Background: an optimization exercise with open tools, aiming at small area, a short achievable clock period and few clock cycles per item. Do not read the settings as production practice. RTL that was checked went through simulation tests only; none was proved equivalent to the original. Function not checked in runs 1 to 3: the RTL went through the layout flow alone.

**flow/flow/run.sh**
```bash
#!/bin/bash
set -euo pipefail
bash standard.sh finish SETUP_SLACK_MARGIN=6.3 \
	"BUFFER_PORTS_ARGS=-buffer_cell sky130_fd_sc_hd__buf_1" > standard.log 2>&1
```
**flow/standard.sh**
```bash
#!/bin/bash
# synth_recipe.tcl (not shown) runs the flow's synth.tcl, then flattens the netlist and writes it again
# the make line also repeats each setting of config.mk as NAME=value (left out here)
make -C /OpenROAD-flow-scripts/flow DESIGN_CONFIG=/design/flow/config.mk WORK_HOME=/design/flow/orfs CLKGATE_MAP_FILE= SYNTH_SCRIPT=/design/flow/synth_recipe.tcl "${@:-finish}"
```
**flow/config.mk**
```make
export PLATFORM = sky130hd
export DESIGN_NAME = decimal_digit_square_root
export DESIGN_NICKNAME = decimal_digit_square_root
export VERILOG_FILES = /design/flow/design.v
export SDC_FILE = /design/flow/constraint.sdc
export NUM_CORES = 4
export LEC_CHECK = 0
export CAP_MARGIN = 20
export CORE_MARGIN = 2
export CORE_UTILIZATION = 40
export CTS_BUF_LIST = sky130_fd_sc_hd__clkbuf_4 sky130_fd_sc_hd__clkbuf_8
export PLACE_DENSITY = 0.6
export SLEW_MARGIN = 20
```
**flow/constraint.sdc**
```tcl
create_clock -name core_clock -period 10.0 [get_ports {clk}]
set_input_delay 2.0000 -clock core_clock [delete_from_list [all_inputs] [get_ports {clk}]]
set_output_delay 2.0000 -clock core_clock [all_outputs]
set_load 0.01 [all_outputs]
```
**flow/design.v**
```verilog
`default_nettype none
package dds_pkg;
	localparam int unsigned RAD_W  = 64;
	localparam int unsigned ROOT_W = 32;
endpackage
`default_nettype wire
`default_nettype none
module dds_square (
	input  wire logic [30:0] rem,     
	input  wire logic [29:0] q,       
	input  wire logic [3:0]  bits,    
	output logic      [1:0]  digit,
	output logic      [30:0] rem_n    
);
	logic [35:0] r4;
	logic [35:0] t1;
	logic [35:0] t2;
	logic [35:0] t3;
	logic [35:0] a3;
	logic [35:0] b3;
	logic [35:0] s3;
	logic [35:0] c3;
	logic [36:0] t3w;
	assign r4 = {1'b0, rem, bits};
	assign t1 = r4 - {3'b000, q, 3'b001};
	assign t2 = r4 - {2'b00, q, 4'b0100};
	assign a3 = ~{2'b00, q, 4'b1000};
	assign b3 = ~{3'b000, q, 3'b001};
	assign s3 = r4 ^ a3 ^ b3;
	assign c3 = {(r4[34:0] & a3[34:0]) | (r4[34:0] & b3[34:0]) | (a3[34:0] & b3[34:0]), 1'b1};
	assign t3w = {s3, 1'b1} + {c3, 1'b1};
	assign t3 = t3w[36:1];
	always_comb begin
		if (!t3[35]) begin
			digit = 2'd3;
			rem_n = t3[30:0];
		end else if (!t2[35]) begin
			digit = 2'd2;
			rem_n = t2[30:0];
		end else if (!t1[35]) begin
			digit = 2'd1;
			rem_n = t1[30:0];
		end else begin
			digit = 2'd0;
			rem_n = r4[30:0];
		end
	end
endmodule
`default_nettype wire
`default_nettype none
module decimal_digit_square_root (
	input  wire logic                    clk,
	input  wire logic                    arst_n,
	input  wire logic                    start,
	output logic                         busy,
	input  wire logic signed [dds_pkg::RAD_W-1:0] radicand,
	output logic                         done,
	output logic [dds_pkg::ROOT_W-1:0]   root,
	output logic                         negative_input
);
	logic        busy_q;
	logic        done_q;
	logic        neg_q;
	logic [59:0] x_q;       
	logic [30:0] rem_q;     
	logic [31:0] q_q;       
	logic [3:0]  cnt_q;     
	logic        hz;
	logic [1:0]  d_hi;
	logic [1:0]  r_hi;
	logic [1:0]  d_lo;
	logic [2:0]  r_lo;
	logic [1:0]  digit;
	logic [30:0] rem_n;
	assign hz = (radicand[63:32] == 32'd0);
	always_comb begin
		if (radicand[62])            d_hi = 2'd2;
		else if (radicand[61:60] != 2'd0) d_hi = 2'd1;
		else                         d_hi = 2'd0;
		if (radicand[31:28] >= 4'd9)      d_lo = 2'd3;
		else if (radicand[31:28] >= 4'd4) d_lo = 2'd2;
		else if (radicand[31:28] >= 4'd1) d_lo = 2'd1;
		else                              d_lo = 2'd0;
	end
	assign r_hi = 2'({1'b0, radicand[62:60]} - 4'(d_hi * d_hi));
	assign r_lo = 3'(radicand[31:28] - 4'(d_lo * d_lo));
	dds_square u_step (
		.rem   (rem_q),
		.q     (q_q[29:0]),
		.bits  (x_q[59:56]),
		.digit (digit),
		.rem_n (rem_n)
	);
	always_ff @(posedge clk or negedge arst_n) begin
		if (!arst_n) begin
			busy_q <= 1'b0;
			done_q <= 1'b0;
		end else begin
			done_q <= 1'b0;
			if (!busy_q) begin
				if (start) begin
					if (radicand[63]) begin
						done_q <= 1'b1;
					end else begin
						busy_q <= 1'b1;
					end
				end
			end else if (cnt_q == 4'd0) begin
				busy_q <= 1'b0;
				done_q <= 1'b1;
			end
		end
	end
	always_ff @(posedge clk) begin
		if (!busy_q) begin
			x_q[59:32] <= hz ? radicand[27:0] : radicand[59:32];
			x_q[31:0]  <= radicand[31:0];
			neg_q      <= radicand[63];
			rem_q      <= {28'd0, hz ? r_lo : {1'b0, r_hi}};
			q_q        <= {30'd0, radicand[63] ? 2'd0 : (hz ? d_lo : d_hi)};
			cnt_q      <= hz ? 4'd6 : 4'd14;
		end else begin
			x_q[59:4]  <= x_q[55:0];
			x_q[3:0]   <= radicand[3:0];
			rem_q      <= rem_n;
			q_q        <= {q_q[29:0], digit};
			cnt_q      <= cnt_q - 4'd1;
		end
	end
	assign busy           = busy_q;
	assign done           = done_q;
	assign root           = q_q;
	assign negative_input = neg_q;
endmodule
`default_nettype wire
```
==> results of run 1 <==
## metal layers
| layer | GRT usage (%) | wire length, um |
|---|---|---|
| met1 | 31.80 | 14480 |
| met2 | 39.58 | 14930 |
| met3 | 3.914 | 1816 |
| met4 | 5.542 | 581 |
| met5 | 0 | 0 |
## path summary, 6_finish.rpt
path / to / slack (ns)
max: rem_q[27] / 6.32
min: x_q[38] / 0.43
max reg2reg: rem_q[27] / 6.32
min reg2reg: x_q[38] / 0.43
max in group asynchronous: busy_q / 8.55
min in group asynchronous: busy_q / 1.30
## layout make-up
type,instances,area (um^2),area share (%)
Tap cell,330,412.9,3.523
Timing Repair Buffer,123,615.6,5.252
Multi-Input combinational cell,1000,7413,63.25
Clock inverter,15,155.1,1.324
Inverter,68,261.5,2.231
Clock buffer,17,234.0,1.996
Sequential cell,130,2629,22.43
## kinds of logic after synthesis
group,Yosys count
mux,30
fa+ha+maj,128
compound gates,413
buf+inv,120
xor+xnor,78
flops,130
simple gates,349
## synthesized netlist by cell type, drive strengths merged (5+ instances only)
library cell    n  area (um^2)
and3           13        81.33
nor4            9        56.30
nand4          15        93.84
o211ai         23        172.7
xnor2          43        376.6
or3             5        31.28
fa             29        580.6
and4            6        52.55
a221oi          7        61.31
or2             6        37.54
inv            67        251.5
a21oi         120        600.6
a2111oi         9        105.1
clkbuf         30        112.6
xor2           35        306.5
a31oi          13        81.33
and2            9        56.30
dfxtp         127         2542
o21a           15        112.6
nand2b          5        31.28
a211oi         25        187.7
o21ai          90        454.2
mux2i           5        50.05
a31o            8        70.07
nand3          19        95.09
a21o           37        277.8
nor2b          10        62.56
ha             99         1239
o31ai           9        67.56
buf            22        118.9
nor3           26        135.1
mux2           25        281.5
o21bai         16        120.1
nor2          110        415.4
nand2         108        405.4
## worst max-delay path: stages (launching register included)
cell and delay [ns]:
dfxtp_1 0.48, fa_1 0.47, ha_1 0.26, a21o_1 0.23
a2111oi_4 0.30, a21boi_4 0.33, o311ai_4 0.14, a211o_4 0.41
a31oi_4 0.20, buf_6 0.14, buf_12 0.11, nor2_2 0.05
a2111oi_4 0.31, o31a_1 0.18
## stage by stage
stage	setup WS [ns]	instances
detailed placement	5.826	1633
floorplan	6.455	1248
finish	6.322	1683
global placement	5.799	1633
global route	6.239	1683
CTS	6.293	1680
## flip-flops by register name, summed over array words and instances, names as in the netlist
signal / flops
busy_q: 1
done_q: 1
neg_q: 1
rem_q: 31
cnt_q: 4
x_q: 60
q_q: 32
## what timing repair did
action | 4_1_cts | 5_1_grt
resized for setup | 40 | 29
endpoints found under the hold margin | 0 | 0
setup buffers | 11 | 3
gates cloned | 4 | 0
pin swaps | 8 | 14
endpoints found under the setup margin | 33 | 40
==> flow_metrics.py, run 1 <==
metrics = {
    "synthesis": {
        "ys_seq_area_share_pct": 25.57,
        "synth_compound_area_share_pct": 26.19,
        "synth_simple_gate_area_share_pct": 15.86,
        "yosys_warnings": 2,
        "synth_area_mm2": 0.01026,
        "synth-edff-count": 1,
        "synth_top_family_by_area": "compound AO/OA/AOI/OAI gates",
        "synthAdderAreaFrac_pct": 17.74,
        "ys.flop_type": "dfxtp_1",
        "ys_types": 79,
        "syn_inst": 1248,
        "synth_xor_area_share_pct": 6.661,
        "synth.mux.area_fraction_pct": 3.233,
        "postSynthAreaPerCell_um2": 8.218,
        "synthArstFlopShare_pct": 1.538,
        "synth-seq-cells": 130,
        "syn_nets": 1443,
    },
    "finish": {
        "utilization_pct": 46.55,
        "design_area_mm2": 0.01172,
        "fillers": 2513,
        "layout_common_cells": "125 x dfxtp_1, 119 x a21oi_1, 107 x nor2_1",
        "diodes": 0,
        "syn2layout_area_growth_pct": 14.29,
        "layout_commonest_cell": "dfxtp_1",
        "nets": 1535,
        "drive_above_1_share_pct": 10.94,
    },
    "clock_network": {
        "hold_buffers": 0,
        "cts_max_path_buffers": 2,
        "cts.sinks": 130,
        "cts.htree.levels": 4,
        "worstSkewPairLatency_ns": 0.47,
        "cts-root-buf": "clkbuf_8",
        "cts_tree": "done",
        "cts_made_buffers": 17,
        "clkTransAtPathRegs_ns": 0.10,
    },
    "placed_design": {
        "portBuffers": 101,
        "gp_congestion": 0.9325,
        "placedInstanceArea_mm2": 0.01089,
        "dpl.hpwl_mm": 23.32,
    },
    "sta": {
        "rsz0062_at_grt": "yes",
        "setup_violations": 0,
        "fin_tns_setup_ns": 0,
        "hold_ws_ns": 0.4325,
        "fin_worst_skew_ns": 0.01781,
        "fin_crit_sh_pct": 36.78,
        "clock.fmax_mhz": 271.9,
        "period_minus_slack_ns": 3.678,
        "drv_slew": 0,
        "relSlewSlack_pct": 33.23,
        "tightest_slew_ns": 1.002,
        "hold_violations": 0,
    },
    "die": {
        "die_h_um": 164.1,
        "start_util_pct": 40.73,
        "die_x_um": 164.1,
        "ioPinCount": 102,
        "core-area_mm2": 0.02518,
        "rows": 58,
        "dieArea_mm2": 0.02694,
    },
    "grt": {
        "antenna_found_initial": 0,
        "grt_pass1_wl_mm": 49.69,
        "gr-total-overflow": 0,
        "gr-usage-all-layers_pct": 23.65,
        "grt_start_max_net_pins": 107,
        "grt_pass1_vias": 9289,
    },
    "detailed_routing": {
        "wirelength_mm": 31.80,
        "wire_per_inst_um": 18.89,
        "num_vias": 9694,
        "drtIter0Drc": 691,
        "drt_pass1_iterations": 6,
        "ant_nets": 0,
        "route.detailed.drc": 0,
        "vias_per_cell": 5.760,
    },
    "run_status": {
        "status": "timing/DRC/antenna clean",
    },
    "hold_path": {
        "hp-class": "flip-flop to flip-flop",
        "whs_path_depth": 2,
        "min_from": "x_q[34]",
    },
    "flow_run": {
        "maxCapViolCount": 0,
    },
    "setup_path": {
        "cp-startpoint": "rem_q[2]",
        "arrival_ns": 4.10,
        "cp-start-kind": "flip-flop",
        "rr_worst_depth": 13,
        "required_ns": 10.42,
        "rr_startpoint": "rem_q[2]",
        "path_max_fanout": 6,
        "end_kind": "flip-flop",
        "setup.worst_path.class": "flip-flop to flip-flop",
    },
}
==> inputs of run 2 (changes only) <==
==> flow/flow/run.sh (replaced) <==
#!/bin/bash
set -euo pipefail
bash standard.sh finish SETUP_SLACK_MARGIN=6.7 \
	"BUFFER_PORTS_ARGS=-buffer_cell sky130_fd_sc_hd__buf_1" > standard.log 2>&1
==> run 2 against run 1 <==
Compared with the run above:
- still clean on timing, DRC and antenna
- global-route usage up 0.60 points
- maximum frequency increased by 1.8%
==> flow_metrics.py, run 2 <==
metrics = {
    "setup_path": {
        "required_ns": 10.37,
        "crit_slowest_cell": "fa_1",
        "cp-start-kind": "flip-flop",
        "arrival_ns": 3.99,
        "crit_chain": "inv_6 -> fa_1 -> ha_4 -> a21o_1 -> a2111oi_2 -> a21boi_4 -> o311ai_4 -> a211o_4 -> buf_4 -> a31o_2 -> o41ai_2 -> a21oi_1",
        "crit_buf_inv": 2,
        "crit_family": "compound AO/OA/AOI/OAI gates",
        "setup.worst_path.class": "flip-flop to flip-flop",
        "path_max_fanout": 5,
        "cp_slowest_stage_delay_ns": 0.59,
        "rr_worst_depth": 12,
        "end_kind": "flip-flop",
        "cp_num_cells": 12,
    },
    "sta": {
        "relSlewSlack_pct": 32.06,
        "period_minus_slack_ns": 3.614,
        "tightest_slew_ns": 1.019,
        "setup_violations": 0,
        "fin_tns_setup_ns": 0,
        "fin_crit_sh_pct": 36.14,
        "rsz0062_at_grt": "yes",
        "drv_slew": 0,
        "hold_violations": 0,
        "clock.fmax_mhz": 276.7,
        "hold_ws_ns": 0.4250,
        "fin_worst_skew_ns": 0.02242,
    },
    "synthesis": {
        "yosysMostFrequentCell": "dfxtp_1",
        "ys.flop_type": "dfxtp_1",
        "yosys.area.top_type": "dfxtp_1",
        "ys_types": 79,
        "synthArstFlopShare_pct": 1.538,
        "ys_seq_area_share_pct": 25.57,
        "yosys_warnings": 2,
        "syn_inst": 1248,
        "syn_nets": 1443,
        "yosys-top-cells-count": "127 x dfxtp_1, 120 x a21oi_1, 109 x nor2_1",
        "synth_area_mm2": 0.01026,
        "postSynthAreaPerCell_um2": 8.218,
        "synthTopCellsByArea": "dfxtp_1 25%, ha_1 12%, a21oi_1 5.9%",
        "yosysTopAreaCellShare_pct": 24.79,
        "synth-seq-cells": 130,
        "synth-edff-count": 1,
    },
    "placed_design": {
        "placedInstanceArea_mm2": 0.01100,
        "portBuffers": 101,
        "dpl.hpwl_mm": 22.96,
        "gp_congestion": 0.9386,
    },
    "grt": {
        "gr-usage-all-layers_pct": 24.26,
        "grt_pass1_vias": 9622,
        "grt_pass1_wl_mm": 50.87,
        "antenna_found_initial": 0,
        "gr-total-overflow": 0,
        "grt_start_max_net_pins": 107,
    },
    "die": {
        "rows": 58,
        "ioPinCount": 102,
        "die_h_um": 164.1,
        "core-area_mm2": 0.02518,
        "start_util_pct": 40.73,
        "dieArea_mm2": 0.02694,
        "die_x_um": 164.1,
    },
    "finish": {
        "utilization_pct": 48.40,
        "drive_above_1_share_pct": 15.16,
        "syn2layout_area_growth_pct": 18.84,
        "diodes": 0,
        "design_area_mm2": 0.01219,
        "layout_common_cells": "116 x dfxtp_1, 112 x a21oi_1, 104 x nor2_1",
        "largest_reg_flops": 60,
        "layout_commonest_cell": "dfxtp_1",
        "top_register": "x_q",
        "top_regs": "x_q (60), q_q (32), rem_q (31)",
        "nets": 1554,
    },
    "flow_run": {
        "maxCapViolCount": 0,
    },
    "clock_network": {
        "cts_made_buffers": 17,
        "clkTransAtPathRegs_ns": 0.11,
        "cts_tree": "done",
        "cts_max_path_buffers": 2,
        "cts.sinks": 130,
        "worstSkewPairLatency_ns": 0.50,
        "cts.htree.levels": 4,
        "cts-root-buf": "clkbuf_8",
    },
    "detailed_routing": {
        "drt_pass1_iterations": 7,
        "num_vias": 9866,
        "wire_per_inst_um": 19.11,
        "route.detailed.drc": 0,
        "ant_nets": 0,
        "vias_per_cell": 5.797,
        "wirelength_mm": 32.53,
        "drtIter0Drc": 745,
    },
    "hold_path": {
        "whs_path_depth": 2,
        "hp-class": "flip-flop to flip-flop",
    },
    "run_status": {
        "status": "timing/DRC/antenna clean",
    },
}
==> run 2: cell counts after synthesis <==
No cell type changed its count.
==> run 2: cell type report <==
class	count	area, um^2
Clock inverter	15	156.4
Tap cell	330	412.9
Clock buffer	17	234.0
Multi-Input combinational cell	1001	7656
Sequential cell	130	2643
Timing Repair Buffer	141	815.8
Inverter	68	270.3
Fill cell	2463	12990
==> run 2: cell families (layout without fill, tap and decap cells) <==
family	Yosys count	after routing	share of synthesized area, %
flip-flops	130	130	25.57
AO/OA/AOI/OAI	413	416	26.19
multiplexers	30	30	3.233
XOR/XNOR	78	78	6.661
buffers and inverters	120	241	4.746
AND/OR/NAND/NOR	349	349	15.86
adder cells (fa/ha/maj)	128	128	17.74
==> run 2: worst reg2reg max path: stages (launching register included) <==
cell and delay, ns:
dfxtp_4 0.38, inv_6 0.04, fa_1 0.59, ha_4 0.22
a21o_1 0.18, a2111oi_2 0.29, a21boi_4 0.34, o311ai_4 0.15
a211o_4 0.39, buf_4 0.16, a31o_2 0.31, o41ai_2 0.37
a21oi_1 0.08
==> run 2: worst paths after layout <==
kind	start	endpoint	slack, ns
min in group asynchronous	arst_n	busy_q	1.29
min	x_q[38]	x_q[42]	0.43
max reg2reg	q_q[4]	rem_q[28]	6.39
max	q_q[4]	rem_q[28]	6.39
max in group asynchronous	arst_n	busy_q	8.58
min reg2reg	x_q[38]	x_q[42]	0.43
==> run 2: repair_timing <==
| action | CTS | global route |
|---|---|---|
| gates resized for setup | 66 | 45 |
| endpoints found under the setup margin | 61 | 35 |
| setup buffers | 24 | 8 |
| hold buffers | 0 | 0 |
| pin swaps | 24 | 14 |
| cloned | 4 | 1 |
==> run 2: per-layer routing <==
| metal | share of wire [%] | GRT usage (%) |
|---|---|---|
| met5 | 0 | 0 |
| met4 | 3.0 | 8.333 |
| met1 | 44 | 31.53 |
| met3 | 6.6 | 5.000 |
| met2 | 46 | 39.90 |
==> run 2: stage by stage <==
stage | setup slack, ns | instances
detailed placement | 5.936 | 1633
global route | 6.313 | 1702
CTS | 6.445 | 1693
floorplan | 6.690 | 1248
global placement | 5.928 | 1633
finish | 6.386 | 1702
==> inputs of run 3 (changes only) <==
==> flow/flow/run.sh (replaced) <==
#!/bin/bash
set -euo pipefail
bash standard.sh finish SETUP_SLACK_MARGIN=6.5 \
	"BUFFER_PORTS_ARGS=-buffer_cell sky130_fd_sc_hd__buf_1" > standard.log 2>&1
--- a/flow/config.mk
+++ b/flow/config.mk
@@ -6,4 +6,5 @@
 export NUM_CORES = 4
 export LEC_CHECK = 0
+export ABC_AREA = 1
 export CAP_MARGIN = 20
 export CORE_MARGIN = 2
==> run 3 against run 2 <==
Compared with the run above:
- cell area is 4.0% higher
- utilization is 4.1 points lower
- wire length is 20% higher
- critical path depth is 3 higher
- sequential cell count stayed put
- sequential share of layout area is 0.97 points lower
- synthesized area is 13% higher
==> flow_metrics.py, run 3 <==
metrics = {
    "run_status": {
        "status": "timing/DRC/antenna clean",
    },
    "detailed_routing": {
        "drt_pass1_iterations": 5,
        "vias_per_cell": 5.193,
        "drtIter0Drc": 882,
        "wire_per_inst_um": 17.02,
        "wirelength_mm": 39.01,
        "num_vias": 11903,
        "ant_nets": 0,
        "route.detailed.drc": 0,
    },
    "finish": {
        "drive_above_1_share_pct": 4.088,
        "syn2layout_area_growth_pct": 9.486,
        "top_register": "x_q",
        "largest_reg_flops": 60,
        "layout_common_cells": "581 x nand2_1, 241 x inv_1, 163 x a21oi_1",
        "top_regs": "x_q (60), q_q (32), rem_q (31)",
        "nets": 2090,
        "diodes": 0,
        "layout_commonest_cell": "nand2_1",
        "utilization_pct": 44.30,
        "instances_no_fill": 2292,
        "design_area_mm2": 0.01268,
    },
    "setup_path": {
        "cp_num_cells": 15,
        "required_ns": 10.39,
        "setup.worst_path.class": "flip-flop to flip-flop",
        "arrival_ns": 3.75,
        "crit_slowest_cell": "nor2_4",
        "rr_startpoint": "q_q[14]",
        "reg2reg_to": "rem_q[30]",
        "path_max_fanout": 34,
        "crit_end": "rem_q[30]",
        "rr_worst_depth": 15,
        "cp_slowest_stage_delay_ns": 0.69,
        "cp-start-kind": "flip-flop",
        "crit_buf_inv": 2,
        "crit_top_cell": "nand2_1",
        "crit_family": "simple AND/OR/NAND/NOR gates",
        "end_kind": "flip-flop",
        "cp-startpoint": "q_q[14]",
        "crit_chain": "inv_1 -> ha_1 -> a21oi_1 -> nand2_1 -> a21oi_2 -> nand2_1 -> nand2_2 -> nand2_2 -> nor2_4 -> nand2_1 -> inv_1 -> nand2_1 -> nand2_1 -> nand2_1 -> a21oi_1",
        "rrSetupSlack_ns": 6.64,
    },
    "synthesis": {
        "yosys_warnings": 2,
        "synth-seq-cells": 130,
        "yosysTopAreaCellShare_pct": 21.95,
        "synth-edff-count": 1,
        "yosys-top-cells-count": "581 x nand2_1, 241 x inv_1, 163 x a21oi_1",
        "syn_inst": 1807,
        "syn_nets": 2002,
        "postSynthAreaPerCell_um2": 6.409,
        "yosysMostFrequentCell": "nand2_1",
        "ys.flop_type": "dfxtp_1",
        "ys_types": 49,
        "ys_seq_area_share_pct": 22.64,
        "synthTopCellsByArea": "dfxtp_1 22%, nand2_1 19%, ha_1 11%",
        "synthArstFlopShare_pct": 1.538,
        "synth_area_mm2": 0.01158,
        "yosys.area.top_type": "dfxtp_1",
    },
    "grt": {
        "grt_pass1_wl_mm": 60.73,
        "antenna_found_initial": 0,
        "grt_pass1_vias": 11588,
        "gr-total-overflow": 0,
        "gr-usage-all-layers_pct": 25.95,
        "grt_start_max_net_pins": 104,
    },
    "placed_design": {
        "gp_congestion": 0.9510,
        "portBuffers": 101,
        "placedInstanceArea_mm2": 0.01226,
        "dpl.hpwl_mm": 32.09,
        "dp.cells": 2258,
    },
    "die": {
        "die_h_um": 174.2,
        "dieArea_mm2": 0.03033,
        "core-area_mm2": 0.02863,
        "start_util_pct": 40.46,
        "die_x_um": 174.2,
        "ioPinCount": 102,
        "rows": 62,
    },
    "sta": {
        "fin_crit_sh_pct": 33.62,
        "relSlewSlack_pct": 39.32,
        "clock.fmax_mhz": 297.5,
        "hold_violations": 0,
        "setup_violations": 0,
        "fin_worst_skew_ns": 0.02436,
        "drv_slew": 0,
        "rsz0062_at_grt": "yes",
        "period_minus_slack_ns": 3.362,
        "tightest_slew_ns": 0.9080,
        "fin_tns_setup_ns": 0,
    },
    "flow_run": {
        "maxCapViolCount": 0,
    },
    "clock_network": {
        "cts_tree": "done",
        "cts.sinks": 130,
        "cts.htree.levels": 4,
        "worstSkewPairLatency_ns": 0.48,
        "cts_made_buffers": 17,
        "cts_max_path_buffers": 2,
        "clkTransAtPathRegs_ns": 0.09,
        "cts-root-buf": "clkbuf_8",
    },
    "hold_path": {
        "hp-class": "flip-flop to flip-flop",
    },
}
[run 3: changes by cell type after synthesis, sizes merged, moves of 10 or more]
cell	delta
a21oi	+49
nand3	+88
clkbuf	-16
inv	+178
a211oi	-24
nor2	+28
nand2	+482
xnor2	-21
a21o	-29
nor2b	-10
and3	-13
mux2	-25
[run 3: worst reg2reg max path, delay by kind of cell (launching register included)]
kind | cells | cell delay [ns]
simple gates | 9 | 1.53
compound gates | 3 | 0.61
flops | 1 | 0.45
fa+ha+maj | 1 | 0.42
buf+inv | 2 | 0.28
[run 3: worst min-delay path by stage]
stage	slack (ns)	cells past startpoint	to	startpoint
finish	0.42	1	cnt_q[0]	cnt_q[0]
global placement	0.40	1	cnt_q[0]	cnt_q[0]
global route	0.45	2	x_q[17]	x_q[13]
CTS	0.42	1	cnt_q[0]	cnt_q[0]
detailed placement	0.40	1	cnt_q[0]	cnt_q[0]
floorplan	0.39	1	cnt_q[0]	cnt_q[0]
[run 3: repair_timing]
item,CTS,global route
resized for setup,0,3
endpoints found under the setup margin,1,10
setup buffers,1,1
pin swaps,0,1
hold buffers,0,0
gates cloned,0,0
[run 3: area by class of cell]
class	count	area [um^2]
fill	3088	15950
multi-input combinational	1394	7830
sequential	130	2626
inverter	245	919.6
tap	384	480.5
timing repair buffer	107	450.4
clock buffer	18	241.5
clock inverter	14	131.4
[run 3: cells by family (layout without fill, tap and decap cells)]
kind of cell | after synthesis | in the layout | synth area share [%]
simple gates | 892 | 892 | 32.38
compound gates | 316 | 316 | 15.09
xor+xnor | 58 | 58 | 4.386
buf+inv | 283 | 384 | 9.788
fa+ha+maj | 128 | 128 | 15.71
flops | 130 | 130 | 22.64
[run 3: metal layers]
metal	vias to the layer above	GRT usage [%]	part of all wire (%)
met5	-	0	0
met4	0	10.68	3.5
met3	72	3.106	6.1
met2	431	43.51	46
met1	5389	33.85	45
li1	6011	-	-
[run 3: metrics by stage]
| stage | setup slack (ns) | hold WS, ns |
|---|---|---|
| after global placement | 6.298 | 0.4039 |
| after detailed placement | 6.242 | 0.4044 |
| final | 6.638 | 0.4211 |
| after CTS | 6.621 | 0.4237 |
| after floorplan | 6.728 | 0.3925 |
| after global routing | 6.441 | 0.4539 |
==> inputs of run 4 (changes only) <==
--- a/flow/design.v
+++ b/flow/design.v
@@ -14,36 +14,77 @@
 );
 	logic [35:0] r4;
-	logic [35:0] t1;
-	logic [35:0] t2;
-	logic [35:0] t3;
 	logic [35:0] a3;
 	logic [35:0] b3;
 	logic [35:0] s3;
 	logic [35:0] c3;
-	logic [36:0] t3w;
+	logic [35:0] p1, p2, p3;    
+	logic [35:0] k1, k2, k3;    
+	logic        n1, n2, n3;    
+	logic [30:0] pm;
+	logic [30:0] km;
 	assign r4 = {1'b0, rem, bits};
-	assign t1 = r4 - {3'b000, q, 3'b001};
-	assign t2 = r4 - {2'b00, q, 4'b0100};
+	dds_pfx_add #(36) u1 (.a(r4), .b(~{3'b000, q, 3'b001}), .cin(1'b1), .p(p1), .c(k1));
+	dds_pfx_add #(36) u2 (.a(r4), .b(~{2'b00, q, 4'b0100}), .cin(1'b1), .p(p2), .c(k2));
 	assign a3 = ~{2'b00, q, 4'b1000};
 	assign b3 = ~{3'b000, q, 3'b001};
 	assign s3 = r4 ^ a3 ^ b3;
 	assign c3 = {(r4[34:0] & a3[34:0]) | (r4[34:0] & b3[34:0]) | (a3[34:0] & b3[34:0]), 1'b1};
-	assign t3w = {s3, 1'b1} + {c3, 1'b1};
-	assign t3 = t3w[36:1];
+	dds_pfx_add #(36) u3 (.a(s3), .b(c3), .cin(1'b1), .p(p3), .c(k3));
+	assign n1 = p1[35] ^ k1[35];
+	assign n2 = p2[35] ^ k2[35];
+	assign n3 = p3[35] ^ k3[35];
 	always_comb begin
-		if (!t3[35]) begin
+		if (!n3) begin
 			digit = 2'd3;
-			rem_n = t3[30:0];
-		end else if (!t2[35]) begin
+			pm    = p3[30:0];
+			km    = k3[30:0];
+		end else if (!n2) begin
 			digit = 2'd2;
-			rem_n = t2[30:0];
-		end else if (!t1[35]) begin
+			pm    = p2[30:0];
+			km    = k2[30:0];
+		end else if (!n1) begin
 			digit = 2'd1;
-			rem_n = t1[30:0];
+			pm    = p1[30:0];
+			km    = k1[30:0];
 		end else begin
 			digit = 2'd0;
-			rem_n = r4[30:0];
+			pm    = r4[30:0];
+			km    = '0;
 		end
 	end
+	assign rem_n = pm ^ km;
+endmodule
+`default_nettype wire
+`default_nettype none
+module dds_pfx_add #(
+	parameter int W = 36
+) (
+	input  wire logic [W-1:0] a,
+	input  wire logic [W-1:0] b,
+	input  wire logic         cin,
+	output logic      [W-1:0] p,
+	output logic      [W-1:0] c
+);
+	localparam int N = W + 1;
+	logic [N-1:0] gg;
+	logic [N-1:0] pp;
+	always_comb begin
+		gg = {a & b, cin};
+		pp = {a ^ b, 1'b0};
+		for (int l = 0; (1 << l) < N; l++) begin
+			for (int i = (2 << l) - 1; i < N; i += (2 << l)) begin
+				gg[i] = gg[i] | (pp[i] & gg[i - (1 << l)]);
+				pp[i] = pp[i] & pp[i - (1 << l)];
+			end
+		end
+		for (int l = 5; l >= 0; l--) begin
+			for (int i = 3 * (1 << l) - 1; i < N; i += (2 << l)) begin
+				gg[i] = gg[i] | (pp[i] & gg[i - (1 << l)]);
+				pp[i] = pp[i] & pp[i - (1 << l)];
+			end
+		end
+	end
+	assign p = a ^ b;
+	assign c = gg[W-1:0];
 endmodule
 `default_nettype wire
==> flow/flow/run.sh (replaced) <==
#!/bin/bash
set -euo pipefail
bash standard.sh finish SETUP_SLACK_MARGIN=6.8 \
	"BUFFER_PORTS_ARGS=-buffer_cell sky130_fd_sc_hd__buf_1" > standard.log 2>&1
--- a/flow/config.mk
+++ b/flow/config.mk
@@ -6,5 +6,4 @@
 export NUM_CORES = 4
 export LEC_CHECK = 0
-export ABC_AREA = 1
 export CAP_MARGIN = 20
 export CORE_MARGIN = 2
==> run 4 against run 3 <==
Compared with the run above:
- clock skew decreased by 0.011 ns
- cell count fell by 36%
- still clean on timing, DRC and antenna
- maximum frequency is 1.7% higher
- critical path depth shrank 2
- worst setup slack better by 0.057 ns
- global-route usage decreased by 4.1 points
==> flow_metrics.py, run 4 <==
metrics = {
    "clock_network": {
        "cts.sinks": 130,
        "worstSkewPairLatency_ns": 0.47,
        "clkTransAtPathRegs_ns": 0.10,
        "cts_made_buffers": 17,
        "cts_tree": "done",
        "cts.htree.levels": 4,
        "cts_max_path_buffers": 2,
        "cts-root-buf": "clkbuf_8",
    },
    "synthesis": {
        "synth_area_mm2": 0.009025,
        "yosysMostFrequentCell": "dfxtp_1",
        "ys_seq_area_share_pct": 29.06,
        "synthTopCellsByArea": "dfxtp_1 28%, ha_1 14%, fa_1 6.4%",
        "ys_types": 73,
        "yosys.area.top_type": "dfxtp_1",
        "synthArstFlopShare_pct": 1.538,
        "yosys_warnings": 3,
        "synth-edff-count": 1,
        "yosysTopAreaCellShare_pct": 28.17,
        "syn_nets": 1222,
        "yosys-top-cells-count": "127 x dfxtp_1, 99 x a21oi_1, 98 x ha_1",
        "synth-seq-cells": 130,
        "postSynthAreaPerCell_um2": 8.779,
        "syn_inst": 1028,
        "ys.flop_type": "dfxtp_1",
    },
    "die": {
        "core-area_mm2": 0.02196,
        "start_util_pct": 41.10,
        "die_x_um": 154.2,
        "die_h_um": 154.2,
        "dieArea_mm2": 0.02378,
        "ioPinCount": 102,
        "rows": 54,
    },
    "detailed_routing": {
        "vias_per_cell": 5.478,
        "route.detailed.drc": 0,
        "num_vias": 8031,
        "ant_nets": 0,
        "drtIter0Drc": 461,
        "wire_per_inst_um": 17.60,
        "drt_pass1_iterations": 5,
        "wirelength_mm": 25.80,
    },
    "placed_design": {
        "gp_congestion": 0.8705,
        "dpl.hpwl_mm": 17.70,
        "dp.cells": 1378,
        "portBuffers": 101,
    },
    "finish": {
        "nets": 1367,
        "syn2layout_area_growth_pct": 27.74,
        "largest_reg_flops": 60,
        "utilization_pct": 52.50,
        "top_register": "x_q",
        "instances_no_fill": 1466,
        "diodes": 0,
        "drive_above_1_share_pct": 23.78,
        "top_regs": "x_q (60), q_q (32), rem_q (31)",
        "layout_commonest_cell": "buf_1",
        "layout_common_cells": "101 x buf_1, 95 x dfxtp_1, 89 x a21oi_1",
    },
    "sta": {
        "hold_ws_ns": 0.4314,
        "period_minus_slack_ns": 3.305,
        "clock.fmax_mhz": 302.6,
        "rsz0062_at_grt": "yes",
        "drv_slew": 0,
        "setup_violations": 0,
        "fin_crit_sh_pct": 33.05,
        "relSlewSlack_pct": 27.44,
        "tightest_slew_ns": 1.087,
        "fin_worst_skew_ns": 0.01380,
        "fin_tns_setup_ns": 0,
        "hold_violations": 0,
    },
    "setup_path": {
        "reg2reg_to": "rem_q[25]",
        "setup.worst_path.class": "flip-flop to flip-flop",
        "rrSetupSlack_ns": 6.70,
        "path_max_fanout": 6,
        "end_kind": "flip-flop",
        "cp-start-kind": "flip-flop",
        "arrival_ns": 3.66,
        "rr_worst_depth": 13,
        "rr_startpoint": "q_q[21]",
        "required_ns": 10.36,
    },
    "hold_path": {
        "whs_path_depth": 2,
        "min_to": "x_q[51]",
        "hp-class": "flip-flop to flip-flop",
        "min_from": "x_q[47]",
    },
    "grt": {
        "grt_pass1_vias": 7821,
        "gr-total-overflow": 0,
        "gr-usage-all-layers_pct": 21.84,
        "grt_pass1_wl_mm": 41.12,
        "grt_start_max_net_pins": 63,
        "antenna_found_initial": 0,
    },
    "run_status": {
        "status": "timing/DRC/antenna clean",
    },
    "flow_run": {
        "maxCapViolCount": 0,
    },
}
## run 4: cell count changes after synthesis, moves of 22 or more
cell / delta
nand2_1: -493
xnor2_1: +22
nor2_1: -59
inv_1: -176
a21oi_1: -64
mux2_2: +25
nand3_1: -92
## run 4: worst max-delay path by stage
| stage | start | endpoint | slack (ns) |
|---|---|---|---|
| 6_report | q_q[21] | rem_q[25] | 6.70 |
| 5_1_grt | q_q[21] | rem_q[25] | 6.60 |
| 4_1_cts | q_q[2] | rem_q[25] | 6.73 |
| 3_5_place_dp | q_q[24] | rem_q[22] | 5.93 |
| 3_3_place_gp | radicand[48] | x_q[55] | 5.92 |
| 2_1_floorplan | radicand[34] | x_q[58] | 6.79 |
## run 4: cells by family after synthesis
family,synth area share [%]
adder cells (fa/ha/maj),20.02
AND/OR/NAND/NOR,12.60
flip-flops,29.06
buffers and inverters,4.547
AO/OA/AOI/OAI,21.85
XOR/XNOR,7.473
multiplexers,4.450
## run 4: cell type report
| type | count | area (um^2) |
|---|---|---|
| repair buffers | 161 | 1046 |
| clock inverters | 15 | 162.7 |
| clock buffers | 17 | 234.0 |
| fillers | 2031 | 10430 |
| inverters | 65 | 276.5 |
| well taps | 280 | 350.3 |
| multi-input cells | 798 | 6788 |
| flip-flops and latches | 130 | 2671 |
## run 4: what timing repair did
item                                    in CTS  in global routing
cloned                                       4                  0
pin swaps                                   50                 40
endpoints found under the setup margin      56                 53
hold buffers                                 0                  0
buffers inserted                            35                 17
gates resized for setup                    132                 63
## run 4: metrics by stage
stage | worst slack (ns) | cell area [um^2]
final | 6.695 | 11530
after global routing | 6.602 | 11530
after CTS | 6.727 | 11080
after detailed placement | 5.930 | 9666
after global placement | 5.924 | 9666
after floorplan | 6.794 | 9067
## run 4: layer usage
metal	vias to the layer above	share of wire, %	global-route usage [%]
li1	3953	-	-
met5	-	0	0
met2	180	48	36.02
met3	44	4.3	4.035
met1	3854	46	28.69
met4	0	2.3	7.833
## run 4: worst max-delay path, cell delays in order, from the launching register on
cell	delay [ns]
dfxtp_2	0.36
inv_4	0.06
fa_1	0.59
ha_4	0.23
a21oi_4	0.14
nor2_2	0.06
a211oi_2	0.26
or3b_4	0.41
a21o_4	0.20
nand3_4	0.13
and2_4	0.26
nor2_4	0.07
a32o_1	0.25
a31o_1	0.18
Testbench counts of run 4, summed over its fixed seeds: cycles 31,206, roots 2,400.
==> inputs of run 5 (changes only) <==
==> flow/flow/run.sh (replaced) <==
#!/bin/bash
set -euo pipefail
bash standard.sh finish SETUP_SLACK_MARGIN=6.6 \
	"BUFFER_PORTS_ARGS=-buffer_cell sky130_fd_sc_hd__buf_1" > standard.log 2>&1
==> run 5 against run 4 <==
Compared with the run above:
- cell area fell by 5.6%
- synthesized area did not move
- sequential share of layout area rose by 1.1 points
- via count fell by 1.6%
- wire length fell by 2.1%
==> flow_metrics.py, run 5 <==
metrics = {
    "synthesis": {
        "ys_seq_area_share_pct": 29.06,
        "synth-edff-count": 1,
        "synth_area_mm2": 0.009025,
        "synthTopCellsByArea": "dfxtp_1 28%, ha_1 14%, fa_1 6.4%",
        "yosysTopAreaCellShare_pct": 28.17,
        "yosys_warnings": 3,
        "synthArstFlopShare_pct": 1.538,
        "ys.flop_type": "dfxtp_1",
        "yosys.area.top_type": "dfxtp_1",
        "syn_inst": 1028,
        "yosys-top-cells-count": "127 x dfxtp_1, 99 x a21oi_1, 98 x ha_1",
        "syn_nets": 1222,
        "postSynthAreaPerCell_um2": 8.779,
        "synth-seq-cells": 130,
        "yosysMostFrequentCell": "dfxtp_1",
        "ys_types": 73,
    },
    "setup_path": {
        "crit_buf_inv": 1,
        "cp-start-kind": "flip-flop",
        "end_kind": "output pin",
        "crit_family": "flip-flops",
        "required_ns": 8.00,
        "arrival_ns": 1.30,
        "setup.worst_path.class": "flip-flop to output pin",
        "rr_startpoint": "q_q[0]",
        "path_max_fanout": 20,
        "cp-startpoint": "busy_q",
        "crit_slowest_cell": "dfrtp_4",
        "crit_chain": "buf_1",
        "cp_slowest_stage_delay_ns": 0.64,
    },
    "finish": {
        "layout_commonest_cell": "dfxtp_1",
        "largest_reg_flops": 60,
        "top_register": "x_q",
        "utilization_pct": 49.56,
        "nets": 1347,
        "syn2layout_area_growth_pct": 20.59,
        "fillers": 2163,
        "drive_above_1_share_pct": 17.58,
        "diodes": 0,
        "layout_common_cells": "117 x dfxtp_1, 101 x buf_1, 94 x a21oi_1",
        "top_regs": "x_q (60), q_q (32), rem_q (31)",
    },
    "flow_run": {
        "maxCapViolCount": 0,
    },
    "detailed_routing": {
        "wirelength_mm": 25.25,
        "drtIter0Drc": 561,
        "vias_per_cell": 5.465,
        "num_vias": 7902,
        "route.detailed.drc": 0,
        "ant_nets": 0,
        "drt_pass1_iterations": 5,
        "wire_per_inst_um": 17.46,
    },
    "placed_design": {
        "dpl.hpwl_mm": 17.75,
        "portBuffers": 101,
        "gp_congestion": 0.8628,
    },
    "sta": {
        "clock.fmax_mhz": 303.4,
        "fin_worst_skew_ns": 0.01215,
        "drv_slew": 0,
        "setup_violations": 0,
        "fin_crit_sh_pct": 32.96,
        "rsz0062_at_grt": "yes",
        "fin_tns_setup_ns": 0,
        "hold_violations": 0,
        "hold_ws_ns": 0.4331,
        "tightest_slew_ns": 0.8007,
        "period_minus_slack_ns": 3.296,
        "relSlewSlack_pct": 46.62,
    },
    "clock_network": {
        "cts_max_path_buffers": 2,
        "cts_made_buffers": 17,
        "cts.htree.levels": 4,
        "cts-root-buf": "clkbuf_8",
        "cts_tree": "done",
        "clkTransAtPathRegs_ns": 0.10,
        "worstSkewPairLatency_ns": 0.47,
        "cts.sinks": 130,
        "hold_buffers": 0,
    },
    "die": {
        "dieArea_mm2": 0.02378,
        "ioPinCount": 102,
        "die_x_um": 154.2,
        "core-area_mm2": 0.02196,
        "die_h_um": 154.2,
        "start_util_pct": 41.10,
        "rows": 54,
    },
    "hold_path": {
        "min_from": "x_q[49]",
        "hp-class": "flip-flop to flip-flop",
    },
    "grt": {
        "grt_pass1_wl_mm": 39.10,
        "grt_pass1_vias": 7606,
        "grt_start_max_net_pins": 89,
        "gr-usage-all-layers_pct": 20.77,
        "gr-total-overflow": 0,
        "antenna_found_initial": 0,
    },
    "run_status": {
        "status": "timing/DRC/antenna clean",
    },
}
run 5: path summary, 6_finish.rpt:
kind / to / slack, ns / cells after the start
worst max register to register: rem_q[25] / 6.71 / 12
max in group asynchronous: busy_q / 8.56 / 1
worst max-delay path: busy / 6.70 / 1
worst min register to register: x_q[53] / 0.43 / 2
worst min-delay path: x_q[53] / 0.43 / 2
min in group asynchronous: done_q / 1.30 / 1
run 5: cells by family after synthesis:
family	synth area share (%)
AO/OA/AOI/OAI	21.85
AND/OR/NAND/NOR	12.60
adder cells (fa/ha/maj)	20.02
buffers and inverters	4.547
flip-flops	29.06
multiplexers	4.450
XOR/XNOR	7.473
run 5: final cells by class:
cell class	count	area (um^2)	area share (%)
multi-input cells	798	6466	59.42
flip-flops and latches	130	2644	24.29
repair buffers	141	772.0	7.094
well taps	280	350.3	3.219
inverters	65	255.2	2.345
clock buffers	17	234.0	2.150
clock inverters	15	161.4	1.483
run 5: stage by stage:
| stage | worst slack [ns] | cells | instance area (um^2) |
|---|---|---|---|
| after floorplan | 6.610 | 1028 | 9025 |
| after global placement | 5.810 | 1379 | 9643 |
| after detailed placement | 5.806 | 1379 | 9643 |
| after CTS | 6.573 | 1425 | 10370 |
| after global routing | 6.548 | 1446 | 10880 |
| final | 6.704 | 1446 | 10880 |
run 5: layer usage:
metal / up-vias / track usage [%] / routed length, um
li1: 3930 / - / -
met1: 3730 / 28.37 / 11690
met2: 205 / 34.02 / 11860
met3: 37 / 3.530 / 1239
met4: 0 / 5.696 / 461
met5: - / 0 / 0
run 5: timing repair:
action | in CTS | in global routing
cloned | 0 | 2
resized for setup | 59 | 65
setup buffers | 14 | 19
setup endpoints to repair | 53 | 49
pin swaps | 10 | 29
==> inputs of run 6 (changes only) <==
==> flow/flow/run.sh (replaced) <==
#!/bin/bash
set -euo pipefail
bash standard.sh finish SETUP_SLACK_MARGIN=6.5 \
	"BUFFER_PORTS_ARGS=-buffer_cell sky130_fd_sc_hd__buf_1" > standard.log 2>&1
--- a/flow/config.mk
+++ b/flow/config.mk
@@ -6,4 +6,5 @@
 export NUM_CORES = 4
 export LEC_CHECK = 0
+export ABC_AREA = 1
 export CAP_MARGIN = 20
 export CORE_MARGIN = 2
==> run 6 against run 5 <==
Compared with the run above:
- still clean on timing, DRC and antenna
- first-iteration DRC count is 12% higher
- worst setup slack worse by 0.050 ns
- sequential share of layout area is 0.28 points lower
- hold slack worse by 0.017 ns
- via count is 21% higher
- count of clock-buffer cells in the layout is 1 higher
- register-to-register slack better by 0.03 ns
- critical path type unchanged
- critical endpoint unchanged
- largest cell class unchanged
==> flow_metrics.py, run 6 <==
metrics = {
    "run_status": {
        "status": "timing/DRC/antenna clean",
    },
    "grt": {
        "gr-total-overflow": 0,
        "gr-usage-all-layers_pct": 21.74,
        "grt_pass1_wl_mm": 44.76,
        "grt_start_max_net_pins": 94,
        "grt_pass1_vias": 8840,
        "antenna_found_initial": 0,
    },
    "finish": {
        "syn2layout_area_growth_pct": 12.18,
        "top_regs": "x_q (60), q_q (32), rem_q (31)",
        "largest_reg_flops": 60,
        "drive_above_1_share_pct": 5.942,
        "instances_no_fill": 1889,
        "layout_commonest_cell": "nand2_1",
        "layout_common_cells": "434 x nand2_1, 208 x inv_1, 121 x dfxtp_1",
        "nets": 1746,
        "diodes": 0,
        "top_register": "x_q",
    },
    "synthesis": {
        "synth-edff-count": 1,
        "synthArstFlopShare_pct": 1.538,
        "yosys.area.top_type": "dfxtp_1",
        "yosys-top-cells-count": "436 x nand2_1, 209 x inv_1, 127 x dfxtp_1",
        "yosysTopAreaCellShare_pct": 25.98,
        "yosys_warnings": 3,
        "synth_area_mm2": 0.009787,
        "ys_seq_area_share_pct": 26.80,
        "synth-seq-cells": 130,
        "syn_nets": 1658,
        "synthTopCellsByArea": "dfxtp_1 26%, nand2_1 17%, ha_1 13%",
        "ys.flop_type": "dfxtp_1",
        "syn_inst": 1464,
        "ys_types": 47,
        "postSynthAreaPerCell_um2": 6.685,
        "yosysMostFrequentCell": "nand2_1",
    },
    "clock_network": {
        "cts_made_buffers": 17,
        "cts.sinks": 130,
        "cts_tree": "done",
        "cts_max_path_buffers": 2,
        "cts-root-buf": "clkbuf_8",
        "cts.htree.levels": 4,
        "clkTransAtPathRegs_ns": 0.08,
        "worstSkewPairLatency_ns": 0.46,
    },
    "detailed_routing": {
        "wirelength_mm": 28.81,
        "num_vias": 9537,
        "wire_per_inst_um": 15.25,
        "drt_pass1_iterations": 5,
        "ant_nets": 0,
        "route.detailed.drc": 0,
        "drtIter0Drc": 628,
        "vias_per_cell": 5.049,
    },
    "setup_path": {
        "setup.worst_path.class": "flip-flop to output pin",
        "cp_slowest_stage_delay_ns": 0.70,
        "required_ns": 8.00,
        "end_kind": "output pin",
        "arrival_ns": 1.35,
        "crit_buf_inv": 1,
        "cp-startpoint": "busy_q",
        "crit_family": "flip-flops",
        "crit_chain": "buf_1",
        "crit_slowest_cell": "dfrtp_4",
        "rr_startpoint": "q_q[28]",
        "cp-start-kind": "flip-flop",
        "path_max_fanout": 40,
    },
    "die": {
        "ioPinCount": 102,
        "die_h_um": 160.4,
        "start_util_pct": 40.48,
        "rows": 57,
        "core-area_mm2": 0.02418,
        "die_x_um": 160.4,
        "dieArea_mm2": 0.02573,
    },
    "sta": {
        "rsz0062_at_grt": "no",
        "clock.fmax_mhz": 298.8,
        "hold_violations": 0,
        "fin_crit_sh_pct": 33.47,
        "fin_worst_skew_ns": 0.02398,
        "setup_violations": 0,
        "relSlewSlack_pct": 34.16,
        "drv_slew": 0,
        "fin_tns_setup_ns": 0,
        "tightest_slew_ns": 0.9876,
        "period_minus_slack_ns": 3.347,
    },
    "flow_run": {
        "maxCapViolCount": 0,
    },
    "hold_path": {
        "min_from": "cnt_q[0]",
        "hp-class": "flip-flop to flip-flop",
    },
    "placed_design": {
        "dp.cells": 1844,
        "dpl.hpwl_mm": 20.06,
        "gp_congestion": 0.8656,
        "portBuffers": 101,
    },
}
-- run 6: repair_timing --
item                       in CTS  in global routing
hold buffers                    0                  0
cloned                          1                  4
setup buffers                   6                  2
hold endpoints to repair        0                  0
pin swaps                       3                  5
setup endpoints to repair      47                 30
gates resized for setup         9                 24
-- run 6: final cells by class --
type,count,area [um^2]
Fill cell,2616,13200
Multi-Input combinational cell,1078,6183
Sequential cell,130,2636
Inverter,210,800.8
Timing Repair Buffer,114,553.0
Tap cell,324,405.4
Clock buffer,18,247.7
Clock inverter,14,141.4
Timing Repair inverter,1,11.26
-- run 6: worst paths after layout --
kind / endpoint / slack, ns / cells past startpoint
max in group asynchronous: busy_q / 8.51 / 1
worst min-delay path: cnt_q[0] / 0.42 / 1
worst max register to register: rem_q[3] / 6.74 / 13
worst min register to register: cnt_q[0] / 0.42 / 1
worst max-delay path: busy / 6.65 / 1
min in group asynchronous: busy_q / 1.33 / 1
-- run 6: metal layers --
layer / part of all wire (%) / track usage [%] / wire length (um) / up-vias
li1: - / - / - / 4860
met1: 47 / 29.54 / 13420 / 4299
met2: 45 / 35.29 / 12830 / 336
met3: 6.6 / 3.435 / 1905 / 42
met4: 2.2 / 7.289 / 644 / 0
met5: 0 / 0 / 0 / -
-- run 6: per-stage QoR --
stage | setup WS (ns) | utilization, % | hold WS, ns | instance area [um^2]
global placement | 5.815 | 42.71 | 0.4085 | 10320
detailed placement | 5.802 | 42.71 | 0.4089 | 10320
floorplan | 6.753 | - | 0.3925 | 9787
finish | 6.653 | 45.41 | 0.4166 | 10980
global route | 6.478 | 45.41 | 0.4371 | 10980
CTS | 6.515 | 44.72 | 0.4222 | 10810
-- run 6: kinds of logic (layout without fill, tap and decap cells) --
family | Yosys count | count (layout) | share of synthesized area (%)
compound gates | 288 | 288 | 16.03
xor+xnor | 5 | 5 | 0.4475
fa+ha+maj | 127 | 127 | 18.46
buf+inv | 258 | 357 | 10.87
flops | 130 | 130 | 26.80
mux | 3 | 3 | 0.3068
simple gates | 653 | 655 | 27.09
==> inputs of run 7 (changes only) <==
--- a/flow/config.mk
+++ b/flow/config.mk
@@ -6,5 +6,4 @@
 export NUM_CORES = 4
 export LEC_CHECK = 0
-export ABC_AREA = 1
 export CAP_MARGIN = 20
 export CORE_MARGIN = 2
@@ -13,2 +12,3 @@
 export PLACE_DENSITY = 0.6
 export SLEW_MARGIN = 20
+export TNS_END_PERCENT = 5
==> run 7 against run 6 <==
Compared with the run above:
- synthesized area down 7.8%
- sequential cell count unchanged
- wire length down 12%
- maximum frequency down 1.6%
- still clean on timing, DRC and antenna
- first-iteration DRC count down 24%
- cell area down 2.7%
- register-to-register slack worse by 0.13 ns
- non-clock buffer count up 17
==> flow_metrics.py, run 7 <==
metrics = {
    "detailed_routing": {
        "ant_nets": 0,
        "drt_pass1_iterations": 4,
        "wirelength_mm": 25.25,
        "num_vias": 7825,
        "drtIter0Drc": 478,
        "route.detailed.drc": 0,
        "wire_per_inst_um": 17.59,
        "vias_per_cell": 5.449,
    },
    "die": {
        "start_util_pct": 41.10,
        "dieArea_mm2": 0.02378,
        "rows": 54,
        "die_h_um": 154.2,
        "core-area_mm2": 0.02196,
        "ioPinCount": 102,
        "die_x_um": 154.2,
    },
    "synthesis": {
        "yosys_warnings": 3,
        "ys_types": 73,
        "syn_inst": 1028,
        "synthArstFlopShare_pct": 1.538,
        "yosysTopAreaCellShare_pct": 28.17,
        "syn_nets": 1222,
        "synth-edff-count": 1,
        "yosys-top-cells-count": "127 x dfxtp_1, 99 x a21oi_1, 98 x ha_1",
        "ys.flop_type": "dfxtp_1",
        "synthTopCellsByArea": "dfxtp_1 28%, ha_1 14%, fa_1 6.4%",
        "yosys.area.top_type": "dfxtp_1",
        "synth-seq-cells": 130,
        "ys_seq_area_share_pct": 29.06,
        "yosysMostFrequentCell": "dfxtp_1",
        "postSynthAreaPerCell_um2": 8.779,
        "synth_area_mm2": 0.009025,
    },
    "clock_network": {
        "cts_max_path_buffers": 2,
        "cts.sinks": 130,
        "cts_made_buffers": 17,
        "cts.htree.levels": 4,
        "worstSkewPairLatency_ns": 0.47,
        "cts-root-buf": "clkbuf_8",
        "cts_tree": "done",
        "clkTransAtPathRegs_ns": 0.10,
    },
    "finish": {
        "top_regs": "x_q (60), q_q (32), rem_q (31)",
        "syn2layout_area_growth_pct": 18.41,
        "largest_reg_flops": 60,
        "top_register": "x_q",
        "design_area_mm2": 0.01069,
        "layout_common_cells": "116 x dfxtp_1, 101 x buf_1, 95 x a21oi_1",
        "diodes": 0,
        "layout_commonest_cell": "dfxtp_1",
        "nets": 1337,
        "drive_above_1_share_pct": 15.66,
    },
    "sta": {
        "fin_crit_sh_pct": 34.02,
        "period_minus_slack_ns": 3.402,
        "clock.fmax_mhz": 294.0,
        "fin_worst_skew_ns": 0.01079,
        "relSlewSlack_pct": 46.53,
        "setup_ws_ns": 6.598,
        "drv_slew": 0,
        "rsz0062_at_grt": "yes",
        "hold_violations": 0,
        "tightest_slew_ns": 0.8020,
        "hold_ws_ns": 0.4350,
        "setup_violations": 0,
        "fin_tns_setup_ns": 0,
    },
    "setup_path": {
        "setup.worst_path.class": "primary input to flip-flop",
        "required_ns": 10.40,
        "crit_chain": "buf_1 -> nor4_1 -> nand4_1 -> nor2_4 -> nor2_1 -> a211oi_1 -> a31oi_1 -> o21ai_0",
        "crit_slowest_cell": "nor4_1",
        "crit_family": "simple AND/OR/NAND/NOR gates",
        "crit_buf_inv": 1,
        "path_max_fanout": 10,
        "arrival_ns": 3.80,
        "end_kind": "flip-flop",
        "cp_slowest_stage_delay_ns": 0.52,
        "cp-start-kind": "primary input",
    },
    "grt": {
        "gr-usage-all-layers_pct": 20.61,
        "gr-total-overflow": 0,
        "grt_pass1_vias": 7533,
        "grt_start_max_net_pins": 89,
        "antenna_found_initial": 0,
        "grt_pass1_wl_mm": 38.78,
    },
    "flow_run": {
        "maxCapViolCount": 0,
    },
    "placed_design": {
        "portBuffers": 101,
        "dpl.hpwl_mm": 17.75,
        "gp_congestion": 0.8628,
        "placedInstanceArea_mm2": 0.009643,
        "dp_slack_ns": 5.806,
    },
    "hold_path": {
        "hp-class": "flip-flop to flip-flop",
    },
    "run_status": {
        "status": "timing/DRC/antenna clean",
    },
}
-- run 7: cell type report --
cell class,count,area (um^2)
flip-flops and latches,130,2640
repair buffers,131,694.4
clock buffers,17,234.0
multi-input cells,798,6359
inverters,65,247.7
fillers,2174,11270
well taps,280,350.3
clock inverters,15,161.4
-- run 7: stage by stage --
step	std cells	util, %
2_1_floorplan	1028	-
3_3_place_gp	1379	43.91
3_5_place_dp	1379	43.91
4_1_cts	1418	46.42
5_1_grt	1436	48.67
6_report	1436	48.67
-- run 7: routing by layer --
metal  wire length, um  GRT usage (%)  up-vias
li1                  -              -     3905
met1             11770          27.97     3698
met2             11910          33.61      189
met3              1126          3.699       33
met4               444          6.097        0
met5                 0              0        -
-- run 7: worst register-to-register path, stage by stage (launching register included) --
cell and delay, ns:
dfxtp_2 0.46, inv_1 0.07, ha_1 0.33, or4_4 0.57, a31o_4 0.29, a21oi_4 0.19, o211ai_4 0.17, a211o_1 0.39
a21oi_2 0.21, o21bai_2 0.09, xor2_1 0.15, a32o_1 0.20, a31o_1 0.18
-- run 7: logic make-up after synthesis --
family | Yosys count | share of synthesized area (%)
compound gates | 312 | 21.85
simple gates | 245 | 12.60
flops | 130 | 29.06
fa+ha+maj | 127 | 20.02
buf+inv | 100 | 4.547
xor+xnor | 77 | 7.473
mux | 37 | 4.450
-- run 7: repair_timing --
item,4_1_cts,5_1_grt
buffers inserted,7,15
gates resized for setup,26,70
hold buffers,0,0
pin swaps,3,21
gates cloned,0,3
setup endpoints to repair,50,50
-- run 7: path summary, 6_finish.rpt --
check / depth (start not counted) / startpoint / end / slack (ns)
hold / removal: 2 / x_q[49] / x_q[53] / 0.44
max in group asynchronous: 1 / arst_n / busy_q / 8.56
setup reg to reg: 12 / x_q[56] / rem_q[25] / 6.61
setup / recovery: 8 / radicand[48] / rem_q[1] / 6.60
min in group asynchronous: 1 / arst_n / done_q / 1.30
hold reg to reg: 2 / x_q[49] / x_q[53] / 0.44
==> inputs of run 8 (changes only) <==
--- a/flow/config.mk
+++ b/flow/config.mk
@@ -12,3 +12,3 @@
 export PLACE_DENSITY = 0.6
 export SLEW_MARGIN = 20
-export TNS_END_PERCENT = 5
+export TNS_END_PERCENT = 30
==> run 8 against run 7 <==
Compared with the run above:
- utilization hardly changed
- hold slack worse by 0.0012 ns
- count of clock-buffer cells in the layout stayed put
- cell area hardly changed
- sequential cell count stayed put
- maximum frequency is 0.45% higher
- synthesized area stayed put
- die area stayed put
- wire length hardly changed
- cell count hardly changed
==> flow_metrics.py, run 8 <==
metrics = {
    "die": {
        "die_x_um": 154.2,
        "rows": 54,
        "start_util_pct": 41.10,
        "ioPinCount": 102,
        "die_h_um": 154.2,
        "core-area_mm2": 0.02196,
        "dieArea_mm2": 0.02378,
    },
    "clock_network": {
        "cts_tree": "done",
        "cts-root-buf": "clkbuf_8",
        "cts.htree.levels": 4,
        "worstSkewPairLatency_ns": 0.47,
        "cts_max_path_buffers": 2,
        "cts.sinks": 130,
        "cts_made_buffers": 17,
        "clkTransAtPathRegs_ns": 0.09,
    },
    "setup_path": {
        "rr_worst_depth": 12,
        "crit_chain": "inv_1 -> ha_1 -> or4_4 -> a31o_4 -> a21oi_4 -> o211ai_4 -> a211o_1 -> a21oi_2 -> o21bai_2 -> xor2_1 -> a32o_1 -> a31o_1",
        "crit_slowest_cell": "or4_4",
        "path_max_fanout": 7,
        "setup.worst_path.class": "flip-flop to flip-flop",
        "cp_slowest_stage_delay_ns": 0.58,
        "cp-start-kind": "flip-flop",
        "required_ns": 10.37,
        "arrival_ns": 3.75,
        "end_kind": "flip-flop",
    },
    "sta": {
        "tightest_slew_ns": 0.8020,
        "fin_crit_sh_pct": 33.87,
        "hold_violations": 0,
        "fin_worst_skew_ns": 0.01252,
        "rsz0062_at_grt": "no",
        "period_minus_slack_ns": 3.387,
        "relSlewSlack_pct": 46.53,
        "drv_slew": 0,
        "fin_tns_setup_ns": 0,
        "hold_ws_ns": 0.4338,
        "clock.fmax_mhz": 295.3,
        "setup_violations": 0,
    },
    "hold_path": {
        "hp-class": "flip-flop to flip-flop",
        "whs_path_depth": 2,
    },
    "placed_design": {
        "gp_congestion": 0.8628,
        "placedInstanceArea_mm2": 0.009643,
        "dpl.hpwl_mm": 17.75,
        "portBuffers": 101,
        "dp.cells": 1379,
    },
    "flow_run": {
        "maxCapViolCount": 0,
    },
    "finish": {
        "top_register": "x_q",
        "nets": 1338,
        "layout_commonest_cell": "dfxtp_1",
        "syn2layout_area_growth_pct": 18.44,
        "instances_no_fill": 1437,
        "design_area_mm2": 0.01069,
        "utilization_pct": 48.68,
        "diodes": 0,
        "layout_common_cells": "116 x dfxtp_1, 101 x buf_1, 96 x a21oi_1",
        "largest_reg_flops": 60,
        "top_regs": "x_q (60), q_q (32), rem_q (31)",
        "drive_above_1_share_pct": 15.73,
    },
    "detailed_routing": {
        "ant_nets": 0,
        "wirelength_mm": 25.25,
        "wire_per_inst_um": 17.57,
        "route.detailed.drc": 0,
        "num_vias": 7882,
        "vias_per_cell": 5.485,
        "drtIter0Drc": 521,
        "drt_pass1_iterations": 4,
    },
    "synthesis": {
        "synth-edff-count": 1,
        "postSynthAreaPerCell_um2": 8.779,
        "yosys.area.top_type": "dfxtp_1",
        "syn_nets": 1222,
        "yosys_warnings": 3,
        "synthArstFlopShare_pct": 1.538,
        "ys_seq_area_share_pct": 29.06,
        "ys.flop_type": "dfxtp_1",
        "ys_types": 73,
        "yosys-top-cells-count": "127 x dfxtp_1, 99 x a21oi_1, 98 x ha_1",
        "syn_inst": 1028,
        "synthTopCellsByArea": "dfxtp_1 28%, ha_1 14%, fa_1 6.4%",
        "synth_area_mm2": 0.009025,
        "yosysMostFrequentCell": "dfxtp_1",
        "yosysTopAreaCellShare_pct": 28.17,
        "synth-seq-cells": 130,
    },
    "grt": {
        "gr-usage-all-layers_pct": 20.62,
        "grt_start_max_net_pins": 89,
        "antenna_found_initial": 0,
        "gr-total-overflow": 0,
        "gr-usage-met2_pct": 33.65,
        "met3_usage_pct": 3.699,
        "grt_pass1_vias": 7554,
        "top_usage_layer": "met2",
        "grtUsageMet1_pct": 27.97,
        "grt_pass1_wl_mm": 38.82,
    },
    "run_status": {
        "status": "timing/DRC/antenna clean",
    },
}
run 8: cell counts after synthesis:
Identical to the previous run, type by type.
run 8: logic make-up (layout without fill, tap and decap cells):
logic type / Yosys count / after routing / share of synthesized area [%]
xor gates and xnor gates: 77 / 77 / 7.473
and+or+nand+nor: 245 / 245 / 12.60
muxes: 37 / 37 / 4.450
buffers and inverters: 100 / 229 / 4.547
adders and majority gates: 127 / 127 / 20.02
DFF: 130 / 130 / 29.06
AOI/OAI and AO/OA: 312 / 312 / 21.85
run 8: stage by stage:
step           setup WS [ns]
2_1_floorplan          6.610
3_3_place_gp           5.810
3_5_place_dp           5.806
4_1_cts                6.503
5_1_grt                6.462
6_report               6.613
run 8: area by class of cell:
cell class,instances,area [um^2]
sequential,130,2640
inverter,65,247.7
tap,280,350.3
multi-input combinational,798,6354
clock inverter,15,161.4
timing repair buffer,132,701.9
clock buffer,17,234.0
fill,2182,11270
run 8: critical path: cells and delay by family, from the launching register on:
kind                       cells  cell delay (ns)
AOI/OAI and AO/OA              8             1.69
xor gates and xnor gates       1             0.15
adders and majority gates      1             0.33
buffers and inverters          1             0.07
DFF                            1             0.46
and+or+nand+nor                1             0.58
run 8: worst paths after layout:
check,startpoint,end,slack [ns]
max,x_q[56],rem_q[25],6.61
min,x_q[49],x_q[53],0.43
max reg2reg,x_q[56],rem_q[25],6.61
min reg2reg,x_q[49],x_q[53],0.43
max in group asynchronous,arst_n,busy_q,8.56
min in group asynchronous,arst_n,done_q,1.30
run 8: what timing repair did:
item	CTS	global route
setup buffers	7	16
endpoints found under the setup margin	50	50
gates cloned	0	3
hold buffers	0	0
gates resized for setup	31	64
pin swaps	5	23
run 8: layer usage:
| layer | share of wire (%) | wire length, um |
|---|---|---|
| met5 | 0 | 0 |
| met1 | 47 | 11750 |
| met2 | 47 | 11870 |
| met4 | 1.8 | 448 |
| met3 | 4.7 | 1186 |

[port drivers added, routing unchanged]
How much do the figures lean on ideal ports? The routed layouts below were timed once more, with nothing changed but the port constraints.
Step 1: set_driving_cell puts a clkbuf_16 on clk and a buf_2 on each other input, an assumption about the parent block.
Step 2 adds t to the input delays and takes it off the output delays; t is the mean of the earliest and latest rising clock arrival at the registers after step 1. Input paths then give back, and output paths get back, about the clock's delay inside the block.
Three values: no drivers, after step 1, after step 2; two values: the first two.
run	t (ns)	setup WS [ns]	latest minus earliest clock arrival (ns)
run 1	0.506	6.322 / 6.322 / 6.029	0.023 / 0.023
run 2	0.528	6.386 / 6.386 / 6.233	0.024 / 0.025
run 3	0.510	6.638 / 6.638 / 6.268	0.025 / 0.025
run 4	0.512	6.695 / 6.695 / 6.356	0.016 / 0.017
run 5	0.501	6.704 / 6.664 / 6.284	0.012 / 0.012
run 6	0.493	6.653 / 6.611 / 6.260	0.026 / 0.026
run 7	0.504	6.598 / 6.609 / 6.112	0.013 / 0.013
run 8	0.507	6.613 / 6.613 / 6.149	0.012 / 0.012
After both steps setup and hold are still met in every run listed. The setup slack of run 7, which loses most, moves by +0.011 ns with the drivers and by -0.486 ns with both steps.
